This design comes from an exercise in tuning for small area, a short achievable clock period and few clock cycles per item on the open sky130 flow, not from production work. Function not checked in this run: the RTL went through the layout flow alone. Power and IR drop assume default switching activity.

[constraint.sdc]
create_clock -name core_clock -period 9.0 [get_ports {clk}]
set_input_delay 1.8000 -clock core_clock [delete_from_list [all_inputs] [get_ports {clk}]]
set_output_delay 1.8000 -clock core_clock [all_outputs]
set_load 0.01 [all_outputs]
[design.v]
`default_nettype none
module conv_accumulator #(
   parameter int IN_W   = 8,
   parameter int ACC_W  = 32,
   parameter int OUT_CH = 16,
   parameter int LEN_W  = 16
) (
   input  wire logic                    clk,
   input  wire logic                    rst,
   input  wire logic                    start,
   input  wire logic [LEN_W-1:0]        len,
   input  wire logic [OUT_CH*ACC_W-1:0] bias,
   input  wire logic [IN_W-1:0]         act_in,
   input  wire logic [OUT_CH*IN_W-1:0]  wgt_in,
   input  wire logic                    in_valid,
   output wire logic                    in_ready,
   output wire logic [OUT_CH*ACC_W-1:0] acc_out,
   output wire logic                    acc_valid,
   output wire logic                    busy,
   output wire logic                    sat_flag
);
   localparam int ND = IN_W / 2;       
   logic             accum_q;          
   logic [LEN_W-1:0] rem_q;            
   logic             in_ready_q, busy_q, acc_valid_q, last1_q, last2_q, sat_q;
   wire accept = start & ~busy_q;
   wire take   = in_valid & in_ready_q;
   wire last   = (rem_q == {{(LEN_W-1){1'b0}}, 1'b1});
   wire accum_d = accept ? (len != '0) : (accum_q & ~(take & last));
   always_ff @(posedge clk or posedge rst) begin
      if (rst) begin
         accum_q     <= 1'b0;
         in_ready_q  <= 1'b0;
         busy_q      <= 1'b0;
         acc_valid_q <= 1'b0;
         last1_q     <= 1'b0;
         last2_q     <= 1'b0;
      end else begin
         accum_q     <= accum_d;
         in_ready_q  <= accum_d;
         busy_q      <= accum_d | (take & last) | last1_q;
         last1_q     <= take & last;
         last2_q     <= last1_q;
         acc_valid_q <= last2_q | (accept & (len == '0));
      end
   end
   always_ff @(posedge clk) begin
      if (accept)    rem_q <= len;
      else if (take) rem_q <= rem_q - 1'b1;
   end
   logic [ND-1:0] one_d, two_d, neg_d;
   logic [ND-1:0] one_q, two_q, neg_q;
   logic [OUT_CH*IN_W-1:0] wgt_q;
   for (genvar j = 0; j < ND; j++) begin : g_rec
      wire b2 = act_in[2*j+1];
      wire b1 = act_in[2*j];
      wire b0 = (j == 0) ? 1'b0 : act_in[(j == 0) ? 0 : 2*j-1];
      assign one_d[j] = take & (b1 ^ b0);
      assign two_d[j] = take & ((b2 & ~b1 & ~b0) | (~b2 & b1 & b0));
      assign neg_d[j] = take & b2 & ~(b1 & b0);
   end
   always_ff @(posedge clk or posedge rst) begin
      if (rst) begin
         one_q <= '0;
         two_q <= '0;
         neg_q <= '0;
      end else begin
         one_q <= one_d;
         two_q <= two_d;
         neg_q <= neg_d;
      end
   end
   always_ff @(posedge clk) wgt_q <= wgt_in;
   logic [OUT_CH*ACC_W-1:0] acc_q;
   logic [OUT_CH-1:0]       ch_sat;
   for (genvar c = 0; c < OUT_CH; c++) begin : g_ch
      logic [17:0] ra_d, rb_d, ra_q, rb_q;    
      logic [31:0] res;
      cm_tree u_tree (
         .w(wgt_q[c*IN_W +: IN_W]), .one(one_q), .two(two_q), .neg(neg_q),
         .ra(ra_d), .rb(rb_d)
      );
      always_ff @(posedge clk) begin
         ra_q <= ra_d;
         rb_q <= rb_d;
      end
      cm_acc u_acc (
         .acc(acc_q[c*ACC_W +: ACC_W]), .ra(ra_q), .rb(rb_q),
         .bias(bias[c*ACC_W +: ACC_W]), .load(accept),
         .acc_d(res), .sat(ch_sat[c])
      );
      always_ff @(posedge clk) begin
         acc_q[c*ACC_W +: ACC_W] <= res;
      end
   end
   always_ff @(posedge clk or posedge rst) begin
      if (rst)         sat_q <= 1'b0;
      else if (accept) sat_q <= 1'b0;
      else             sat_q <= sat_q | (|ch_sat);
   end
   assign acc_out   = acc_q;
   assign acc_valid = acc_valid_q;
   assign sat_flag  = sat_q;
   assign in_ready  = in_ready_q;
   assign busy      = busy_q;
endmodule
`default_nettype wire
module cm_tree (
   input  wire logic [7:0]  w,
   input  wire logic [3:0]  one,
   input  wire logic [3:0]  two,
   input  wire logic [3:0]  neg,
   output wire logic [17:0] ra,
   output wire logic [17:0] rb
);
   wire [8:0] m0;
   assign m0[0] = ((one[0] & w[0]) | (two[0] & 1'b0)) ^ neg[0];
   assign m0[1] = ((one[0] & w[1]) | (two[0] & w[0])) ^ neg[0];
   assign m0[2] = ((one[0] & w[2]) | (two[0] & w[1])) ^ neg[0];
   assign m0[3] = ((one[0] & w[3]) | (two[0] & w[2])) ^ neg[0];
   assign m0[4] = ((one[0] & w[4]) | (two[0] & w[3])) ^ neg[0];
   assign m0[5] = ((one[0] & w[5]) | (two[0] & w[4])) ^ neg[0];
   assign m0[6] = ((one[0] & w[6]) | (two[0] & w[5])) ^ neg[0];
   assign m0[7] = ((one[0] & w[7]) | (two[0] & w[6])) ^ neg[0];
   assign m0[8] = ((one[0] & w[7]) | (two[0] & w[7])) ^ neg[0];
   wire [8:0] m1;
   assign m1[0] = ((one[1] & w[0]) | (two[1] & 1'b0)) ^ neg[1];
   assign m1[1] = ((one[1] & w[1]) | (two[1] & w[0])) ^ neg[1];
   assign m1[2] = ((one[1] & w[2]) | (two[1] & w[1])) ^ neg[1];
   assign m1[3] = ((one[1] & w[3]) | (two[1] & w[2])) ^ neg[1];
   assign m1[4] = ((one[1] & w[4]) | (two[1] & w[3])) ^ neg[1];
   assign m1[5] = ((one[1] & w[5]) | (two[1] & w[4])) ^ neg[1];
   assign m1[6] = ((one[1] & w[6]) | (two[1] & w[5])) ^ neg[1];
   assign m1[7] = ((one[1] & w[7]) | (two[1] & w[6])) ^ neg[1];
   assign m1[8] = ((one[1] & w[7]) | (two[1] & w[7])) ^ neg[1];
   wire [8:0] m2;
   assign m2[0] = ((one[2] & w[0]) | (two[2] & 1'b0)) ^ neg[2];
   assign m2[1] = ((one[2] & w[1]) | (two[2] & w[0])) ^ neg[2];
   assign m2[2] = ((one[2] & w[2]) | (two[2] & w[1])) ^ neg[2];
   assign m2[3] = ((one[2] & w[3]) | (two[2] & w[2])) ^ neg[2];
   assign m2[4] = ((one[2] & w[4]) | (two[2] & w[3])) ^ neg[2];
   assign m2[5] = ((one[2] & w[5]) | (two[2] & w[4])) ^ neg[2];
   assign m2[6] = ((one[2] & w[6]) | (two[2] & w[5])) ^ neg[2];
   assign m2[7] = ((one[2] & w[7]) | (two[2] & w[6])) ^ neg[2];
   assign m2[8] = ((one[2] & w[7]) | (two[2] & w[7])) ^ neg[2];
   wire [8:0] m3;
   assign m3[0] = ((one[3] & w[0]) | (two[3] & 1'b0)) ^ neg[3];
   assign m3[1] = ((one[3] & w[1]) | (two[3] & w[0])) ^ neg[3];
   assign m3[2] = ((one[3] & w[2]) | (two[3] & w[1])) ^ neg[3];
   assign m3[3] = ((one[3] & w[3]) | (two[3] & w[2])) ^ neg[3];
   assign m3[4] = ((one[3] & w[4]) | (two[3] & w[3])) ^ neg[3];
   assign m3[5] = ((one[3] & w[5]) | (two[3] & w[4])) ^ neg[3];
   assign m3[6] = ((one[3] & w[6]) | (two[3] & w[5])) ^ neg[3];
   assign m3[7] = ((one[3] & w[7]) | (two[3] & w[6])) ^ neg[3];
   assign m3[8] = ((one[3] & w[7]) | (two[3] & w[7])) ^ neg[3];
   wire m_k1 = m3[2];
   wire m_k2 = m_k1;
   wire m_k3 = m3[5];
   wire m_k4 = m3[7];
   wire m_s5 = m0[6] ^ m1[4];
   wire m_c6 = m0[6] & m1[4];
   wire m_s7 = m0[7] ^ m1[5];
   wire m_c8 = m0[7] & m1[5];
   wire m_s9 = ~m0[8] ^ m1[6];
   wire m_c10 = ~m0[8] & m1[6];
   wire m_s11 = m1[7] ^ m2[5];
   wire m_c12 = m1[7] & m2[5];
   wire m_s13 = ~m1[8] ^ m2[6];
   wire m_c14 = ~m1[8] & m2[6];
   wire m_s15 = m0[4] ^ m1[2];
   wire m_c16 = m0[4] & m1[2];
   wire m_s17 = m0[5] ^ m1[3];
   wire m_c18 = m0[5] & m1[3];
   wire m_s19 = m2[2] ^ m3[0] ^ neg[3];
   wire m_c20 = (m2[2] & m3[0]) | (m2[2] & neg[3]) | (m3[0] & neg[3]);
   wire m_s21 = m2[3] ^ m3[1] ^ m_c6;
   wire m_c22 = (m2[3] & m3[1]) | (m2[3] & m_c6) | (m3[1] & m_c6);
   wire m_s23 = m2[4] ^ ~m_k1 ^ m_c8;
   wire m_c24 = (m2[4] & ~m_k1) | (m2[4] & m_c8) | (~m_k1 & m_c8);
   wire m_s25 = m3[3] ^ ~m_k2 ^ m_c10;
   wire m_c26 = (m3[3] & ~m_k2) | (m3[3] & m_c10) | (~m_k2 & m_c10);
   wire m_s27 = m3[4] ^ m_k2 ^ m_c12;
   wire m_c28 = (m3[4] & m_k2) | (m3[4] & m_c12) | (m_k2 & m_c12);
   wire m_s29 = m2[7] ^ ~m_k3;
   wire m_c30 = m2[7] & ~m_k3;
   wire m_s31 = ~m2[8] ^ m3[6];
   wire m_c32 = ~m2[8] & m3[6];
   wire m_s33 = m0[2] ^ m1[0];
   wire m_c34 = m0[2] & m1[0];
   wire m_s35 = m0[3] ^ m1[1];
   wire m_c36 = m0[3] & m1[1];
   wire m_s37 = m2[0] ^ neg[2] ^ m_s15;
   wire m_c38 = (m2[0] & neg[2]) | (m2[0] & m_s15) | (neg[2] & m_s15);
   wire m_s39 = m2[1] ^ m_c16 ^ m_s17;
   wire m_c40 = (m2[1] & m_c16) | (m2[1] & m_s17) | (m_c16 & m_s17);
   wire m_s41 = m_s5 ^ m_c18 ^ m_s19;
   wire m_c42 = (m_s5 & m_c18) | (m_s5 & m_s19) | (m_c18 & m_s19);
   wire m_s43 = m_s7 ^ m_c20 ^ m_s21;
   wire m_c44 = (m_s7 & m_c20) | (m_s7 & m_s21) | (m_c20 & m_s21);
   wire m_s45 = m_s9 ^ m_c22 ^ m_s23;
   wire m_c46 = (m_s9 & m_c22) | (m_s9 & m_s23) | (m_c22 & m_s23);
   wire m_s47 = m_s11 ^ m_c24 ^ m_s25;
   wire m_c48 = (m_s11 & m_c24) | (m_s11 & m_s25) | (m_c24 & m_s25);
   wire m_s49 = m_s13 ^ m_c26 ^ m_s27;
   wire m_c50 = (m_s13 & m_c26) | (m_s13 & m_s27) | (m_c26 & m_s27);
   wire m_s51 = m_c14 ^ m_c28 ^ m_s29;
   wire m_c52 = (m_c14 & m_c28) | (m_c14 & m_s29) | (m_c28 & m_s29);
   wire m_s53 = m_k3 ^ m_c30 ^ m_s31;
   wire m_c54 = (m_k3 & m_c30) | (m_k3 & m_s31) | (m_c30 & m_s31);
   wire m_s55 = ~m_k4 ^ m_c32;
   wire m_c56 = ~m_k4 & m_c32;
   wire m_s57 = ~m3[8] ^ m_k4;
   wire m_c58 = ~m3[8] & m_k4;
   assign ra = {1'b1, 1'b1, 1'b1, m_c56, m_c54, m_c52, m_c50, m_c48, m_c46, m_c44, m_c42, m_c40, m_c38, m_c36, m_c34, neg[1], m0[1], m0[0]};
   assign rb = {1'b0, 1'b0, m_c58, m_s57, m_s55, m_s53, m_s51, m_s49, m_s47, m_s45, m_s43, m_s41, m_s39, m_s37, m_s35, m_s33, 1'b0, neg[0]};
endmodule
module cm_acc (
   input  wire logic [31:0] acc,
   input  wire logic [17:0] ra,
   input  wire logic [17:0] rb,
   input  wire logic [31:0] bias,
   input  wire logic        load,
   output wire logic [31:0] acc_d,
   output wire logic        sat
);
   wire a_s1 = acc[0] ^ ra[0];
   wire a_c2 = acc[0] & ra[0];
   wire a_s3 = acc[1] ^ ra[1] ^ rb[1];
   wire a_c4 = (acc[1] & ra[1]) | (acc[1] & rb[1]) | (ra[1] & rb[1]);
   wire a_s5 = acc[2] ^ ra[2] ^ rb[2];
   wire a_c6 = (acc[2] & ra[2]) | (acc[2] & rb[2]) | (ra[2] & rb[2]);
   wire a_s7 = acc[3] ^ ra[3] ^ rb[3];
   wire a_c8 = (acc[3] & ra[3]) | (acc[3] & rb[3]) | (ra[3] & rb[3]);
   wire a_s9 = acc[4] ^ ra[4] ^ rb[4];
   wire a_c10 = (acc[4] & ra[4]) | (acc[4] & rb[4]) | (ra[4] & rb[4]);
   wire a_s11 = acc[5] ^ ra[5] ^ rb[5];
   wire a_c12 = (acc[5] & ra[5]) | (acc[5] & rb[5]) | (ra[5] & rb[5]);
   wire a_s13 = acc[6] ^ ra[6] ^ rb[6];
   wire a_c14 = (acc[6] & ra[6]) | (acc[6] & rb[6]) | (ra[6] & rb[6]);
   wire a_s15 = acc[7] ^ ra[7] ^ rb[7];
   wire a_c16 = (acc[7] & ra[7]) | (acc[7] & rb[7]) | (ra[7] & rb[7]);
   wire a_s17 = acc[8] ^ ra[8] ^ rb[8];
   wire a_c18 = (acc[8] & ra[8]) | (acc[8] & rb[8]) | (ra[8] & rb[8]);
   wire a_s19 = acc[9] ^ ra[9] ^ rb[9];
   wire a_c20 = (acc[9] & ra[9]) | (acc[9] & rb[9]) | (ra[9] & rb[9]);
   wire a_s21 = acc[10] ^ ra[10] ^ rb[10];
   wire a_c22 = (acc[10] & ra[10]) | (acc[10] & rb[10]) | (ra[10] & rb[10]);
   wire a_s23 = acc[11] ^ ra[11] ^ rb[11];
   wire a_c24 = (acc[11] & ra[11]) | (acc[11] & rb[11]) | (ra[11] & rb[11]);
   wire a_s25 = acc[12] ^ ra[12] ^ rb[12];
   wire a_c26 = (acc[12] & ra[12]) | (acc[12] & rb[12]) | (ra[12] & rb[12]);
   wire a_s27 = acc[13] ^ ra[13] ^ rb[13];
   wire a_c28 = (acc[13] & ra[13]) | (acc[13] & rb[13]) | (ra[13] & rb[13]);
   wire a_s29 = acc[14] ^ ra[14] ^ rb[14];
   wire a_c30 = (acc[14] & ra[14]) | (acc[14] & rb[14]) | (ra[14] & rb[14]);
   wire a_s31 = acc[15] ^ ra[15] ^ rb[15];
   wire a_c32 = (acc[15] & ra[15]) | (acc[15] & rb[15]) | (ra[15] & rb[15]);
   wire a_s33 = ra[16] ^ rb[16];
   wire a_c34 = ra[16] & rb[16];
   wire a_s35 = ra[17] ^ rb[17];
   wire a_c36 = ra[17] & rb[17];
   wire a_g37 = rb[0] & a_s1;
   wire a_p38 = rb[0] ^ a_s1;
   wire a_g39 = a_c2 & a_s3;
   wire a_p40 = a_c2 ^ a_s3;
   wire a_g41 = a_c4 & a_s5;
   wire a_p42 = a_c4 ^ a_s5;
   wire a_g43 = a_c6 & a_s7;
   wire a_p44 = a_c6 ^ a_s7;
   wire a_g45 = a_c8 & a_s9;
   wire a_p46 = a_c8 ^ a_s9;
   wire a_g47 = a_c10 & a_s11;
   wire a_p48 = a_c10 ^ a_s11;
   wire a_g49 = a_c12 & a_s13;
   wire a_p50 = a_c12 ^ a_s13;
   wire a_g51 = a_c14 & a_s15;
   wire a_p52 = a_c14 ^ a_s15;
   wire a_g53 = a_c16 & a_s17;
   wire a_p54 = a_c16 ^ a_s17;
   wire a_g55 = a_c18 & a_s19;
   wire a_p56 = a_c18 ^ a_s19;
   wire a_g57 = a_c20 & a_s21;
   wire a_p58 = a_c20 ^ a_s21;
   wire a_g59 = a_c22 & a_s23;
   wire a_p60 = a_c22 ^ a_s23;
   wire a_g61 = a_c24 & a_s25;
   wire a_p62 = a_c24 ^ a_s25;
   wire a_g63 = a_c26 & a_s27;
   wire a_p64 = a_c26 ^ a_s27;
   wire a_g65 = a_c28 & a_s29;
   wire a_p66 = a_c28 ^ a_s29;
   wire a_g67 = a_c30 & a_s31;
   wire a_p68 = a_c30 ^ a_s31;
   wire a_g69 = a_c32 & a_s33;
   wire a_p70 = a_c32 ^ a_s33;
   wire a_g71 = a_c34 & a_s35;
   wire a_p72 = a_c34 ^ a_s35;
   wire a_g73 = a_g39 | (a_p40 & a_g37);
   wire a_p74 = a_p40 & a_p38;
   wire a_g75 = a_g43 | (a_p44 & a_g41);
   wire a_p76 = a_p44 & a_p42;
   wire a_g77 = a_g47 | (a_p48 & a_g45);
   wire a_p78 = a_p48 & a_p46;
   wire a_g79 = a_g51 | (a_p52 & a_g49);
   wire a_p80 = a_p52 & a_p50;
   wire a_g81 = a_g55 | (a_p56 & a_g53);
   wire a_p82 = a_p56 & a_p54;
   wire a_g83 = a_g59 | (a_p60 & a_g57);
   wire a_p84 = a_p60 & a_p58;
   wire a_g85 = a_g63 | (a_p64 & a_g61);
   wire a_p86 = a_p64 & a_p62;
   wire a_g87 = a_g67 | (a_p68 & a_g65);
   wire a_p88 = a_p68 & a_p66;
   wire a_g89 = a_g71 | (a_p72 & a_g69);
   wire a_p90 = a_p72 & a_p70;
   wire a_g91 = a_g41 | (a_p42 & a_g73);
   wire a_p92 = a_p42 & a_p74;
   wire a_g93 = a_g75 | (a_p76 & a_g73);
   wire a_p94 = a_p76 & a_p74;
   wire a_g95 = a_g49 | (a_p50 & a_g77);
   wire a_p96 = a_p50 & a_p78;
   wire a_g97 = a_g79 | (a_p80 & a_g77);
   wire a_p98 = a_p80 & a_p78;
   wire a_g99 = a_g57 | (a_p58 & a_g81);
   wire a_p100 = a_p58 & a_p82;
   wire a_g101 = a_g83 | (a_p84 & a_g81);
   wire a_p102 = a_p84 & a_p82;
   wire a_g103 = a_g65 | (a_p66 & a_g85);
   wire a_p104 = a_p66 & a_p86;
   wire a_g105 = a_g87 | (a_p88 & a_g85);
   wire a_p106 = a_p88 & a_p86;
   wire a_g107 = a_g45 | (a_p46 & a_g93);
   wire a_p108 = a_p46 & a_p94;
   wire a_g109 = a_g77 | (a_p78 & a_g93);
   wire a_p110 = a_p78 & a_p94;
   wire a_g111 = a_g95 | (a_p96 & a_g93);
   wire a_p112 = a_p96 & a_p94;
   wire a_g113 = a_g97 | (a_p98 & a_g93);
   wire a_p114 = a_p98 & a_p94;
   wire a_g115 = a_g61 | (a_p62 & a_g101);
   wire a_p116 = a_p62 & a_p102;
   wire a_g117 = a_g85 | (a_p86 & a_g101);
   wire a_p118 = a_p86 & a_p102;
   wire a_g119 = a_g103 | (a_p104 & a_g101);
   wire a_p120 = a_p104 & a_p102;
   wire a_g121 = a_g105 | (a_p106 & a_g101);
   wire a_p122 = a_p106 & a_p102;
   wire a_g123 = a_g53 | (a_p54 & a_g113);
   wire a_p124 = a_p54 & a_p114;
   wire a_g125 = a_g81 | (a_p82 & a_g113);
   wire a_p126 = a_p82 & a_p114;
   wire a_g127 = a_g99 | (a_p100 & a_g113);
   wire a_p128 = a_p100 & a_p114;
   wire a_g129 = a_g101 | (a_p102 & a_g113);
   wire a_p130 = a_p102 & a_p114;
   wire a_g131 = a_g115 | (a_p116 & a_g113);
   wire a_p132 = a_p116 & a_p114;
   wire a_g133 = a_g117 | (a_p118 & a_g113);
   wire a_p134 = a_p118 & a_p114;
   wire a_g135 = a_g119 | (a_p120 & a_g113);
   wire a_p136 = a_p120 & a_p114;
   wire a_g137 = a_g121 | (a_p122 & a_g113);
   wire a_p138 = a_p122 & a_p114;
   wire a_g139 = a_g69 | (a_p70 & a_g137);
   wire a_p140 = a_p70 & a_p138;
   wire a_g141 = a_g89 | (a_p90 & a_g137);
   wire a_p142 = a_p90 & a_p138;
   wire [17:0] t = {a_p72 ^ a_g139, a_p70 ^ a_g137, a_p68 ^ a_g135, a_p66 ^ a_g133, a_p64 ^ a_g131, a_p62 ^ a_g129, a_p60 ^ a_g127, a_p58 ^ a_g125, a_p56 ^ a_g123, a_p54 ^ a_g113, a_p52 ^ a_g111, a_p50 ^ a_g109, a_p48 ^ a_g107, a_p46 ^ a_g93, a_p44 ^ a_g91, a_p42 ^ a_g73, a_p40 ^ a_g37, a_p38};
   wire [15:0] hi = acc[31:16];
   wire [15:0] all1, all0;       
   assign all1[0] = 1'b1;
   assign all0[0] = 1'b1;
   for (genvar i = 1; i < 16; i++) begin : g_pre
      assign all1[i] = all1[i-1] & hi[i-1];
      assign all0[i] = all0[i-1] & ~hi[i-1];
   end
   wire        up     = ~t[17] & t[16];
   wire        dn     = t[17];
   wire        ovf_p  = up & ~hi[15] & all1[15];
   wire        ovf_n  = dn & hi[15] & all0[15];
   wire [15:0] hi_nx  = hi ^ ({16{up}} & all1) ^ ({16{dn}} & all0);
   wire [31:0] res    = ovf_p ? 32'h7fffffff : (ovf_n ? 32'h80000000 : {hi_nx, t[15:0]});
   assign sat   = ovf_p | ovf_n;
   assign acc_d = load ? bias : res;
endmodule
[config.mk]
export PLATFORM = sky130hd
export DESIGN_NAME = conv_accumulator
export DESIGN_NICKNAME = conv_accumulator
export VERILOG_FILES = /design/flow/design.v
export SDC_FILE = /design/flow/constraint.sdc
export NUM_CORES = 4
export LEC_CHECK = 0
export CAP_MARGIN = 20
export CORE_MARGIN = 2
export CORE_UTILIZATION = 55
export SETUP_SLACK_MARGIN = 5
export SLEW_MARGIN = 20
[run.sh]
#!/bin/bash
# synth_recipe.tcl (not shown) runs the flow's synth.tcl, then flattens the netlist and writes it again
# the make line also repeats each setting of config.mk as NAME=value (left out here)
make -C /OpenROAD-flow-scripts/flow DESIGN_CONFIG=/design/flow/config.mk WORK_HOME=/design/flow/orfs CLKGATE_MAP_FILE= SYNTH_SCRIPT=/design/flow/synth_recipe.tcl finish
==> impl_metrics.csv <==
group,metric,value,unit
outcome,status,"timing/DRC/antenna clean",
setup_path,timing.rr.end,"sat_q",
sta,rsz0062_at_grt,"true",
finish,finalInstanceArea,90000,um2
sta,tightestPinTransition,1.15,ns
min_path,min_from,"last1_q",
drt,drc,0,
floorplanning,die_area,135000,um2
synthesis,syn-num-nets,9577,
power_and_ir_drop,pwr-share-comb,60.9,%
setup_path,criticalPathCategory,"reg2reg",
cts,path_clk_slew,0.06,ns
setup_path,crit_slowest_cell,"nor4bb_4",
finish,fin_nets,10400,
synthesis,synth_compound_area_share,16.5,%
synthesis,synthMuxAreaShare,0.833,%
power_and_ir_drop,p_leak,37.1,nW
floorplanning,row_count,133,
drt,drt-initial-drc-count,5936,
cts,numCtsBuffers,134,
finish,syn2layout_area_growth,24.2,%
sta,hold_viol_final,0,
sta,fin_worst_skew,0.0275,ns
finish,final_common_cell,"clkdlybuf4s50_1",
min_path,holdPathEnd,"last2_q",
synthesis,ys_seq_elements,1124,
grt,grt_use_total,37.6,%
power_and_ir_drop,p_sw,0.0169,W
power_and_ir_drop,p_seq_share,24.8,%
synthesis,synthCells,7928,
placement,gp_congestion,0.970,
sta,timing.final.ws_setup,4.90,ns
synthesis,ys.flop_type,"dfxtp_1",
grt,grt_pass1_wl,388,mm
setup_path,cp.required,9.62,ns
setup_path,rrSetupSlack,4.90,ns
synthesis,syn_avg_cell_area,9.13,um2
placement,dpl_worst_slack,3.50,ns
power_and_ir_drop,swShare,43.9,%
grt,grt_antenna_before_repair,67,
floorplanning,fp.dieH,367,um
synthesis,synthSimpleGateAreaFrac,13.1,%
floorplanning,core_area,131000,um2
floorplanning,boundaryPins,1184,
power_and_ir_drop,power_frac_clock,14.3,%
setup_path,cp-start-kind,"flip-flop",
synthesis,synth_adder_area_share,21.6,%
synthesis,synth_top_family_by_area,"adder cells",
cts,cts.sinks,1124,
floorplanning,start_util,55.2,%
cts,root_buffer,"clkbuf_16",
synthesis,synth_edf_count,16,
setup_path,critPathMaxFanout,9,
setup_path,end_kind,"flip-flop",
finish,mostFrequentLayoutCells,"1183 x clkdlybuf4s50_1, 1087 x dfxtp_1, 691 x xnor2_1",
grt,overflow,0,
synthesis,yosys.area_share.xor_xnor,11.5,%
placement,place_hpwl,199,mm
grt,grt_pass1_vias,62000,
synthesis,synth_seq_area_share,31.4,%
cts,htreeDepth,4,
sta,fin_tns_setup,0,ns
placement,placed_area,84900,um2
drt,wire_per_inst,24.4,um
setup_path,crit_arrival,4.72,ns
placement,io_buffers,1183,
synthesis,synth_cell_types,87,
sta,worst_hold_slack,0.380,ns
drt,drtPass1Iterations,8,
synthesis,ys_warn_count,1,
synthesis,syn_area,72400,um2
power_and_ir_drop,irDropWorstVdd,0.289,mV
min_path,holdPathStages,0,
drt,ant_nets,0,
sta,period_share,45.6,%
grt,grt_max_degree,157,
setup_path,crit_chain,"buf_8 > ha_1 > inv_1 > fa_1 > nand2b_1 > a21o_1 > a211o_1 > a31oi_2 > o21ai_0 > nor4bb_4 > nand4_1 > nor4_4 > a31oi_2",
min_path,hold_class,"reg2reg",
cts,cts_buffer_depth,3,
sta,maxSlewHeadroom,23.4,%
sta,max_freq,244,MHz
finish,drive_above_1_share,4.99,%
setup_path,ff2ff_path_depth,13,
drt,vias_per_cell,5.99,
drt,vias,63900,
sta,period_needed,4.10,ns
run,max_cap_violations,0,
cts,clk_latency,0.77,ns
power_and_ir_drop,power.density,427,nW/um2
sta,drv_slew,0,
drt,routed_wl,260,mm
setup_path,critPathMaxStageDelay,0.61,ns
synthesis,synthArstFlopShare,1.60,%
sta,setup_violations,0,
floorplanning,die_x,367,um
cts,cts_tree,"done",
setup_path,reg2reg_from,"g_ch[0].rb_q[0]",
power_and_ir_drop,p_int,0.0216,W
setup_path,cpMostUsedCell,"a31oi_2",
metal layers:
metal	GRT usage, %	vias up	wire length [um]
met5	0	-	389
met4	20.2	60	14900
met3	9.68	613	24100
met2	58.6	2949	118000
met1	47.7	31000	103000
li1	-	29200	-
logic make-up (layout without fill, tap and decap cells):
family,after synthesis,after routing
flip-flops,1124,1124
adder cells (fa/ha/maj),981,981
XOR/XNOR,954,954
multiplexers,56,56
buffers and inverters,950,1902
AO/OA/AOI/OAI,1817,1817
AND/OR/NAND/NOR,2046,2047
other,0,33
cell type report:
class | count | area, um2
diodes | 33 | 82.6
fillers | 10600 | 41200
repair buffers | 1270 | 12700
well taps | 1755 | 2200
flip-flops and latches | 1124 | 22800
inverters | 402 | 1510
clock inverters | 40 | 478
multi-input cells | 5855 | 46300
clock buffers | 190 | 3890
sequential cells by signal, summed over array words and instances (netlist names):
signal       cells
g_ch.rb_q      225
acc_valid_q      1
last1_q          1
busy_q           1
wgt_q          128
acc_q          512
rem_q           16
sat_q            1
two_q            4
last2_q          1
neg_q            4
g_ch.ra_q      225
in_ready_q       1
one_q            4
critical path, delay by kind of cell, from the launching register on:
family                     cells  cell delay [ns]
buffers and inverters          2             0.32
adders and majority gates      2             0.65
and+or+nand+nor                4             1.27
DFF                            1             0.46
AOI/OAI and AO/OA              5             1.19
Yosys cell counts (27+ instances only):
library cell	number	area share [%]
nor3_1	116	0.80
inv_1	401	2.1
o211ai_1	49	0.51
a22oi_1	459	4.8
clkbuf_1	378	2.0
or4_1	30	0.31
or2_2	33	0.29
ha_1	533	9.2
xor2_1	263	3.2
nor2b_1	32	0.28
nand3_1	122	0.84
nor4_1	54	0.47
a21o_1	97	1.0
mux2_2	34	0.53
xnor2_1	691	8.4
nand4_1	51	0.44
o21a_1	50	0.52
a31oi_1	208	1.8
and3_1	59	0.51
fa_1	448	12
or3_1	60	0.52
o21ai_0	193	1.3
nand2b_1	55	0.48
and2_1	28	0.24
a211oi_1	50	0.52
nor2_1	646	3.3
and4_1	27	0.33
clkbuf_2	94	0.65
a21oi_1	480	3.3
dfxtp_1	1090	30
buf_1	75	0.39
nand2_1	665	3.4
power groups by stage:
stage               clock network, W  logic, W  registers [W]
floorplan                          0    0.0156        0.00905
global placement                   0    0.0223        0.00954
detailed placement                 0    0.0227        0.00954
CTS                          0.00553    0.0231        0.00946
global route                 0.00575    0.0259        0.00974
finish                       0.00549    0.0234        0.00953
worst max path at each step:
stage	to	slack, ns	startpoint
after detailed placement	sat_q	3.50	g_ch[0].ra_q[2]
after global placement	sat_q	3.60	g_ch[0].rb_q[0]
after CTS	sat_q	4.69	g_ch[0].rb_q[0]
after floorplan	acc_q[170]	5.18	g_ch[0].ra_q[2]
after global routing	sat_q	4.76	g_ch[0].rb_q[0]
final	sat_q	4.90	g_ch[0].rb_q[0]
metrics by stage:
step / utilization [%] / instances / power, W
after floorplan: - / 7928 / 0.0246
after global placement: 64.7 / 10400 / 0.0318
after detailed placement: 64.8 / 10400 / 0.0323
after CTS: 68.3 / 10600 / 0.0381
after global routing: 68.6 / 10700 / 0.0414
final: 68.6 / 10700 / 0.0384
repair_timing:
| action | 4_1_cts | 5_1_grt |
|---|---|---|
| pin swaps | 6 | 6 |
| gates resized for setup | 36 | 50 |
| buffers inserted | 17 | 10 |
| setup endpoints to repair | 368 | 229 |
| cloned | 1 | 1 |
| hold buffers | 0 | 0 |

static timing again, ports no longer ideal:
The flow's constraints put no driver on any port. The routed layout listed below was extracted and timed again, unchanged, in two steps.
Step 1: set_driving_cell puts a clkbuf_16 on clk and a buf_2 on each other input, an assumption about the parent block.
Step 2 also shifts input and output timing later by t, the mid clock arrival at the registers, as if the neighbouring blocks saw the same clock.
a / b / c = no drivers / after step 1 / after step 2; a / b = the first two.
t, ns: 0.851
slack for setup (ns): 4.900 / 4.900 / 4.389
worst hold slack (ns): 0.380 / 0.380 / 0.380
clock arrival spread, ns: 0.031 / 0.031
worst data-port slew with drivers (ns): 0.24
After both steps this run still meets setup and hold. The setup slack of this run moves by 0.000 ns with the drivers and by -0.511 ns with both steps.
